Background: an optimization exercise with open tools, aiming at small area, a short achievable clock period and few clock cycles per item. Do not read the settings as production practice.

==> trial 64 <==
==> flow/design.v <==
`timescale 1ns/10ps
package exec_pkg;
  localparam int WINDOW = 4;
endpackage
`timescale 1ns/10ps
`timescale 1ns/10ps
`timescale 1ns/10ps
`default_nettype none
module alu_lane (
  input  logic        md,
  input  logic        alt,
  input  logic [2:0]  f3,
  input  logic [31:0] a,
  input  logic [31:0] b,
  output logic [31:0] y
);
  logic        sub;
  logic [32:0] sum;
  logic [33:0] s2;
  logic        lt_u;
  logic        lt_s;
  logic [31:0] sh_in;
  logic [31:0] sh_out;
  logic [31:0] sh_res;
  logic        fill;
  assign sub  = (f3 == 3'b000) ? alt : 1'b1;
  assign s2 = {1'b0, a, 1'b1} + {1'b0, b ^ {32{sub}}, sub};
  assign sum = s2[33:1];
  assign lt_u = ~sum[32];
  assign lt_s = (a[31] ^ b[31]) ? a[31] : sum[31];
  always_comb begin
    for (int i = 0; i < 32; i++) sh_in[i] = f3[2] ? a[i] : a[31-i];
  end
  assign fill   = alt & a[31] & f3[2];
  assign sh_out = 32'($signed({fill, sh_in}) >>> b[4:0]);
  always_comb begin
    for (int i = 0; i < 32; i++) sh_res[i] = f3[2] ? sh_out[i] : sh_out[31-i];
  end
  always_comb begin
    if (md) y = a;
    else begin
      case (f3)
        3'b000: y = sum[31:0];
        3'b001: y = sh_res;
        3'b010: y = {31'b0, lt_s};
        3'b011: y = {31'b0, lt_u};
        3'b100: y = a ^ b;
        3'b101: y = sh_res;
        3'b110: y = a | b;
        default: y = a & b;
      endcase
    end
  end
endmodule
`default_nettype wire
`timescale 1ns/10ps
`default_nettype none
module muldiv_lane (
  input  logic        clk,
  input  logic        rst_n,
  input  logic        start,
  input  logic [2:0]  ld_op,
  input  logic [31:0] ld_a,
  input  logic [31:0] ld_b,
  input  logic [1:0]  ld_slot,
  output logic        free,
  output logic        fix,
  output logic [1:0]  fix_slot,
  output logic [31:0] fix_value
);
  localparam logic [2:0] S_IDLE = 3'd0, S_NEG = 3'd1, S_DPREP = 3'd2, S_STEP = 3'd3, S_NEGR = 3'd4, S_FIX = 3'd5;
  logic [2:0]  state;
  logic [2:0]  op_q;
  logic        neg_q;     
  logic        aneg_q;
  logic        bneg_q;
  logic [1:0]  win_q;     
  logic [4:0]  cnt;
  logic [1:0]  slot_q;
  logic        yprev;
  logic [5:0]  bsel;      
  logic [32:0] X;         
  logic [35:0] L;         
  logic [32:0] Z;         
  function automatic logic [5:0] blen(input logic [31:0] w);
    blen = 6'd0;
    for (int i = 0; i < 32; i++) if (w[i]) blen = 6'(i + 1);
  endfunction
  logic        ld_mul;
  logic        a_sgn, b_sgn, ea, eb;
  logic        a4, a20, b4, b20;
  logic [1:0]  ca, cb;
  logic        swap;
  logic [32:0] mult, mcand;
  assign ld_mul = ~ld_op[2];
  assign a_sgn  = (ld_op != 3'd3) && (ld_op != 3'd5) && (ld_op != 3'd7);
  assign b_sgn  = (ld_op == 3'd0) || (ld_op == 3'd1) || (ld_op == 3'd4) || (ld_op == 3'd6);
  assign ea     = a_sgn & ld_a[31];
  assign eb     = b_sgn & ld_b[31];
  assign a4     = (ld_a[31:3]  == {29{ea}});
  assign a20    = (ld_a[31:19] == {13{ea}});
  assign b4     = (ld_b[31:3]  == {29{eb}});
  assign b20    = (ld_b[31:19] == {13{eb}});
  assign ca     = a4 ? 2'd0 : (a20 ? 2'd1 : 2'd2);
  assign cb     = b4 ? 2'd0 : (b20 ? 2'd1 : 2'd2);
  assign swap   = (ca < cb);
  assign mult   = swap ? {ea, ld_a} : {eb, ld_b};
  assign mcand  = swap ? {eb, ld_b} : {ea, ld_a};
  logic [31:0] nsrc;
  logic [31:0] nx, nz;
  assign nsrc = (state == S_NEGR && !op_q[1]) ? L[31:0] : X[31:0];
  assign nx   = ~nsrc + 32'd1;
  assign nz   = ~Z[31:0] + 32'd1;
  logic [5:0]  bx, bz;
  logic [5:0]  sdiff;
  logic        zdiv, qzero;
  assign bx    = blen(X[31:0]);
  assign bz    = blen(Z[31:0]);
  assign sdiff = bx - bz;
  assign zdiv  = (Z[31:0] == 32'd0);
  assign qzero = (bx < bz);
  logic        is_mul_q;
  logic        one0, two0, neg0, one1, two1, neg1;
  logic [36:0] zs, m0, m1, r0, r1, sum;
  logic        ge;
  assign is_mul_q = ~op_q[2];
  function automatic logic [5:0] booth2(input logic [4:0] w);
    booth2[5] = w[1] ^ w[0];
    booth2[4] = (w[2] & ~w[1] & ~w[0]) | (~w[2] & w[1] & w[0]);
    booth2[3] = w[2] & ~(w[1] & w[0]);
    booth2[2] = w[3] ^ w[2];
    booth2[1] = (w[4] & ~w[3] & ~w[2]) | (~w[4] & w[3] & w[2]);
    booth2[0] = w[4] & ~(w[3] & w[2]);
  endfunction
  localparam logic [5:0] DIV_SEL = 6'b101000;
  assign {one0, two0, neg0, one1, two1, neg1} = bsel;
  assign zs  = {{4{Z[32]}}, Z};
  assign m0  = one0 ? zs : (two0 ? {zs[35:0], 1'b0} : 37'd0);
  assign m1  = one1 ? zs : (two1 ? {zs[35:0], 1'b0} : 37'd0);
  assign r0  = neg0 ? ~m0 : m0;
  assign r1  = neg1 ? ~m1 : m1;
  assign sum = {{4{X[32]}}, X} + r0 + {r1[34:0], 2'b00} + {36'd0, neg0} + {34'd0, neg1, 2'b00};
  assign ge  = ~sum[36];
  logic [31:0] mwin;
  logic        hi;
  assign hi = (op_q != 3'd0);
  always_comb begin
    case ({win_q, hi})
      3'b100:  mwin = L[31:0];                        
      3'b010:  mwin = {X[11:0], L[35:16]};            
      3'b000,
      3'b101:  mwin = {X[27:0], L[35:32]};            
      3'b011:  mwin = {{11{X[32]}}, X[32:12]};        
      default: mwin = {{27{X[32]}}, X[32:28]};        
    endcase
  end
  assign free      = (state == S_IDLE) || (state == S_FIX);
  assign fix       = (state == S_FIX);
  assign fix_slot  = slot_q;
  assign fix_value = is_mul_q ? mwin : (op_q[1] ? X[31:0] : L[31:0]);
  always_ff @(posedge clk) begin
    if (!rst_n) begin
      state <= S_IDLE;
    end else begin
      case (state)
        S_NEG:   state <= S_DPREP;
        S_DPREP: state <= (zdiv || qzero) ? (neg_q ? S_NEGR : S_FIX) : S_STEP;
        S_STEP:  if (cnt == 5'd0) state <= (!is_mul_q && neg_q) ? S_NEGR : S_FIX;
        S_NEGR:  state <= S_FIX;
        default: begin
          if (start) begin
            if (ld_mul) state <= S_STEP;
            else        state <= (ea | eb) ? S_NEG : S_DPREP;
          end else begin
            state <= S_IDLE;
          end
        end
      endcase
    end
  end
  always_ff @(posedge clk) begin
    case (state)
      S_NEG: begin
        if (aneg_q) X[31:0] <= nx;
        if (bneg_q) Z[31:0] <= nz;
      end
      S_DPREP: begin
        if (zdiv) begin
          L[31:0] <= 32'hffff_ffff;
        end else if (!qzero) begin
          Z[31:0] <= Z[31:0] << sdiff[4:0];
          cnt     <= sdiff[4:0];
        end
      end
      S_NEGR: begin
        if (op_q[1]) X[31:0] <= nx;
        else         L[31:0] <= nx;
      end
      S_STEP: begin
        cnt <= cnt - 5'd1;
        if (is_mul_q) begin
          X     <= sum[36:4];
          L     <= {sum[3:0], L[35:4]};
          yprev <= L[3];
          bsel  <= booth2(L[7:3]);
        end else begin
          if (ge) X <= {1'b0, sum[31:0]};
          L <= {L[34:0], ge};
          Z <= {1'b0, Z[32:1]};
        end
      end
      default: begin
        if (start) begin
          op_q   <= ld_op;
          slot_q <= ld_slot;
          if (ld_mul) begin
            X     <= 33'd0;
            L     <= {{3{mult[32]}}, mult};
            Z     <= mcand;
            yprev <= 1'b0;
            bsel  <= booth2({mult[3:0], 1'b0});
            win_q <= swap ? ca : cb;
            cnt   <= (swap ? ca : cb) == 2'd0 ? 5'd0 : ((swap ? ca : cb) == 2'd1 ? 5'd4 : 5'd8);
          end else begin
            X      <= {1'b0, ld_a};
            L      <= 36'd0;
            Z      <= {1'b0, ld_b};
            bsel   <= DIV_SEL;
            aneg_q <= ea;
            bneg_q <= eb;
            neg_q  <= ld_op[1] ? ea : ((ea ^ eb) && (ld_b != 32'd0));
          end
        end
      end
    endcase
  end
endmodule
`default_nettype wire
`timescale 1ns/10ps
`timescale 1ns/10ps
`default_nettype none
module exec_cluster (
  input  logic        clk,
  input  logic        rst_n,
  input  logic        in_valid,
  input  logic [6:0]  in_funct7,
  input  logic [2:0]  in_funct3,
  input  logic [31:0] in_a,
  input  logic [31:0] in_b,
  output logic        in_credit,
  input  logic        out_credit,
  output logic        out_valid,
  output logic [3:0]  out_tag,
  output logic [31:0] out_value
);
  logic        ir_v;
  logic        ir_md;
  logic        ir_alt;
  logic [2:0]  ir_f3;
  logic [31:0] ir_a;
  logic [31:0] ir_b;
  always_ff @(posedge clk) begin
    if (!rst_n) ir_v <= 1'b0;
    else        ir_v <= in_valid;
  end
  always_ff @(posedge clk) begin
    ir_md  <= (in_funct7 == 7'b0000001);
    ir_alt <= (in_funct7 == 7'b0100000);
    ir_f3  <= in_funct3;
    ir_a   <= in_a;
    ir_b   <= in_b;
  end
  logic [31:0] s_lo [4];    
  logic [31:0] s_hi [4];    
  logic [2:0]  s_op [4];    
  logic [3:0]  s_done;
  logic [3:0]  s_wait;      
  logic [1:0]  wr_ptr;
  logic [2:0]  rd_ptr;      
  logic [4:0]  cred;
  logic [31:0] alu_y;
  alu_lane u_alu (
    .md (ir_md),
    .alt(ir_alt),
    .f3 (ir_f3),
    .a  (ir_a),
    .b  (ir_b),
    .y  (alu_y)
  );
  logic        md_free;
  logic        md_fix;
  logic [1:0]  md_fix_slot;
  logic [31:0] md_value;
  logic        md_start;
  logic        any_wait;
  logic [1:0]  wait_idx;
  logic        ir_start;
  logic [2:0]  ld_op;
  logic [31:0] ld_a;
  logic [31:0] ld_b;
  logic [1:0]  ld_slot;
  logic [3:0]  s_wait_n;
  logic [2:0]  rd_ptr_n;
  logic        emit;
  logic        any_wait_n;
  logic [1:0]  wait_idx_n;
  always_comb begin
    for (int i = 0; i < 4; i++) begin
      s_wait_n[i] = s_wait[i];
      if (md_start && any_wait && wait_idx == 2'(i)) s_wait_n[i] = 1'b0;
      if (ir_v && wr_ptr == 2'(i)) s_wait_n[i] = ir_md && !ir_start;
    end
    rd_ptr_n   = rd_ptr + 3'(emit);
    any_wait_n = 1'b0;
    wait_idx_n = rd_ptr_n[1:0];
    for (int k = 3; k >= 0; k--) begin
      if (s_wait_n[2'(rd_ptr_n[1:0] + 2'(k))]) begin
        any_wait_n = 1'b1;
        wait_idx_n = 2'(rd_ptr_n[1:0] + 2'(k));
      end
    end
  end
  always_ff @(posedge clk) begin
    if (!rst_n) begin
      any_wait <= 1'b0;
      wait_idx <= 2'd0;
    end else begin
      any_wait <= any_wait_n;
      wait_idx <= wait_idx_n;
    end
  end
  assign ir_start = md_free && !any_wait && ir_v && ir_md;
  assign md_start = md_free && (any_wait || (ir_v && ir_md));
  assign ld_op    = any_wait ? s_op[wait_idx] : ir_f3;
  assign ld_a     = any_wait ? s_lo[wait_idx] : ir_a;
  assign ld_b     = any_wait ? s_hi[wait_idx] : ir_b;
  assign ld_slot  = any_wait ? wait_idx : wr_ptr;
  muldiv_lane u_md (
    .clk      (clk),
    .rst_n    (rst_n),
    .start    (md_start),
    .ld_op    (ld_op),
    .ld_a     (ld_a),
    .ld_b     (ld_b),
    .ld_slot  (ld_slot),
    .free     (md_free),
    .fix      (md_fix),
    .fix_slot (md_fix_slot),
    .fix_value(md_value)
  );
  logic head_fix;
  assign head_fix  = md_fix && (md_fix_slot == rd_ptr[1:0]);
  assign emit      = (s_done[rd_ptr[1:0]] || head_fix) && (cred != 5'd0);
  assign out_valid = emit;
  assign in_credit = emit;
  assign out_tag   = {1'b0, rd_ptr};
  assign out_value = head_fix ? md_value : s_lo[rd_ptr[1:0]];
  always_ff @(posedge clk) begin
    if (!rst_n) begin
      wr_ptr <= 2'd0;
      rd_ptr <= 3'd0;
      cred   <= 5'd0;
      s_done <= 4'd0;
      s_wait <= 4'd0;
    end else begin
      s_wait <= s_wait_n;
      cred <= cred + 5'(out_credit) - 5'(emit);
      if (ir_v) wr_ptr <= wr_ptr + 2'd1;
      if (emit) rd_ptr <= rd_ptr + 3'd1;
      for (int i = 0; i < 4; i++) begin
        if (md_fix && md_fix_slot == 2'(i)) s_done[i] <= 1'b1;
        if (emit && rd_ptr[1:0] == 2'(i)) s_done[i] <= 1'b0;
        if (ir_v && wr_ptr == 2'(i)) s_done[i] <= !ir_md;
      end
    end
  end
  always_ff @(posedge clk) begin
    for (int i = 0; i < 4; i++) begin
      if (ir_v && wr_ptr == 2'(i)) begin
        s_lo[i] <= alu_y;
        s_hi[i] <= ir_b;
        s_op[i] <= ir_f3;
      end else if (md_fix && md_fix_slot == 2'(i)) begin
        s_lo[i] <= md_value;
      end
    end
  end
endmodule
`default_nettype wire
==> flow/run.sh <==
#!/bin/bash
# synth_recipe.tcl (not shown) runs the flow's synth.tcl, then flattens the netlist and writes it again
# the make line also repeats each setting of config.mk as NAME=value (left out here)
make -C /OpenROAD-flow-scripts/flow DESIGN_CONFIG=/design/flow/config.mk WORK_HOME=/design/flow/orfs CLKGATE_MAP_FILE= SYNTH_SCRIPT=/design/flow/synth_recipe.tcl finish
==> flow/config.mk <==
export PLATFORM = sky130hd
export DESIGN_NAME = exec_cluster
export DESIGN_NICKNAME = exec_cluster
export VERILOG_FILES = /design/flow/design.v
export SDC_FILE = /design/flow/constraint.sdc
export NUM_CORES = 4
export LEC_CHECK = 0
export ABC_AREA = 1
export CAP_MARGIN = 20
export CORE_MARGIN = 2
export CORE_UTILIZATION = 40
export PLACE_DENSITY = 0.6
export SLEW_MARGIN = 20
==> flow/constraint.sdc <==
create_clock -name core_clock -period 8.0 [get_ports {clk}]
set_input_delay 1.6000 -clock core_clock [delete_from_list [all_inputs] [get_ports {clk}]]
set_output_delay 1.6000 -clock core_clock [all_outputs]
set_load 0.01 [all_outputs]
==> trial 88 (differences from trial 64) <==
--- a/flow/config.mk
+++ b/flow/config.mk
@@ -12,2 +12,3 @@
 export PLACE_DENSITY = 0.6
+export SETUP_SLACK_MARGIN = 2
 export SLEW_MARGIN = 20
==> qor.tcl <==
set qor(n_all_inverters) 553
set qor(cp_cell_sequence) {buf_4 > nor3_1 > inv_1 > nand2_1 > nand2_1 > nor2_1 > clkinv_1 > buf_4 > o211ai_1 > a32oi_1 > o21ai_0 > clkdlybuf4s50_1}
set qor(outcome) {no timing/DRC/antenna violations}
set qor(arrival_ns) 4.98
set qor(tritoncts.num_buffers) 58
set qor(worst_setup_path_endpoint) {out_value[1]}
set qor(clkTransAtPathRegs_ns) 0.06
The numbers above come from trial 64.

==> qor.tcl <==
set qor(outcome) {no timing/DRC/antenna violations}
set qor(finalNetCount) 5700
set qor(worst_setup_path_endpoint) {out_value[24]}
set qor(arrival_ns) 4.36
set qor(clkTransAtPathRegs_ns) 0.07
set qor(tritoncts.num_buffers) 56
set qor(cp_cell_sequence) {inv_1 > nand2_1 > nor2_1 > inv_1 > nor2_1 > inv_1 > nand2_1 > nor2_1 > a32o_1 > o21ai_0 > clkdlybuf4s50_1}
The numbers above come from trial 88.

Function was not checked in any run of this note: the RTL went through the layout flow alone.

## port drivers added, routing unchanged
No port has a modelled driver above. Below, the same layouts with a new extraction and two added sets of constraints.
Step 1: set_driving_cell puts a clkbuf_16 on clk and a buf_2 on each other input, an assumption about the parent block.
Step 2 times the ports against the registers' clock, not the clock port: input delays grow and output delays shrink by t, the midpoint of the rising clock arrivals with the driver on.
a / b / c = no drivers / after step 1 / after step 2; a / b = the first two.
| run | t, ns | slack for setup (ns) | worst register clock-pin slew, ns |
|---|---|---|---|
| trial 64 | 0.755 | 1.417 / 1.343 / 1.833 | 0.07 / 0.07 |
| trial 88 | 0.746 | 2.041 / 1.971 / 2.396 | 0.07 / 0.07 |
After both steps every run listed still meets setup and hold.
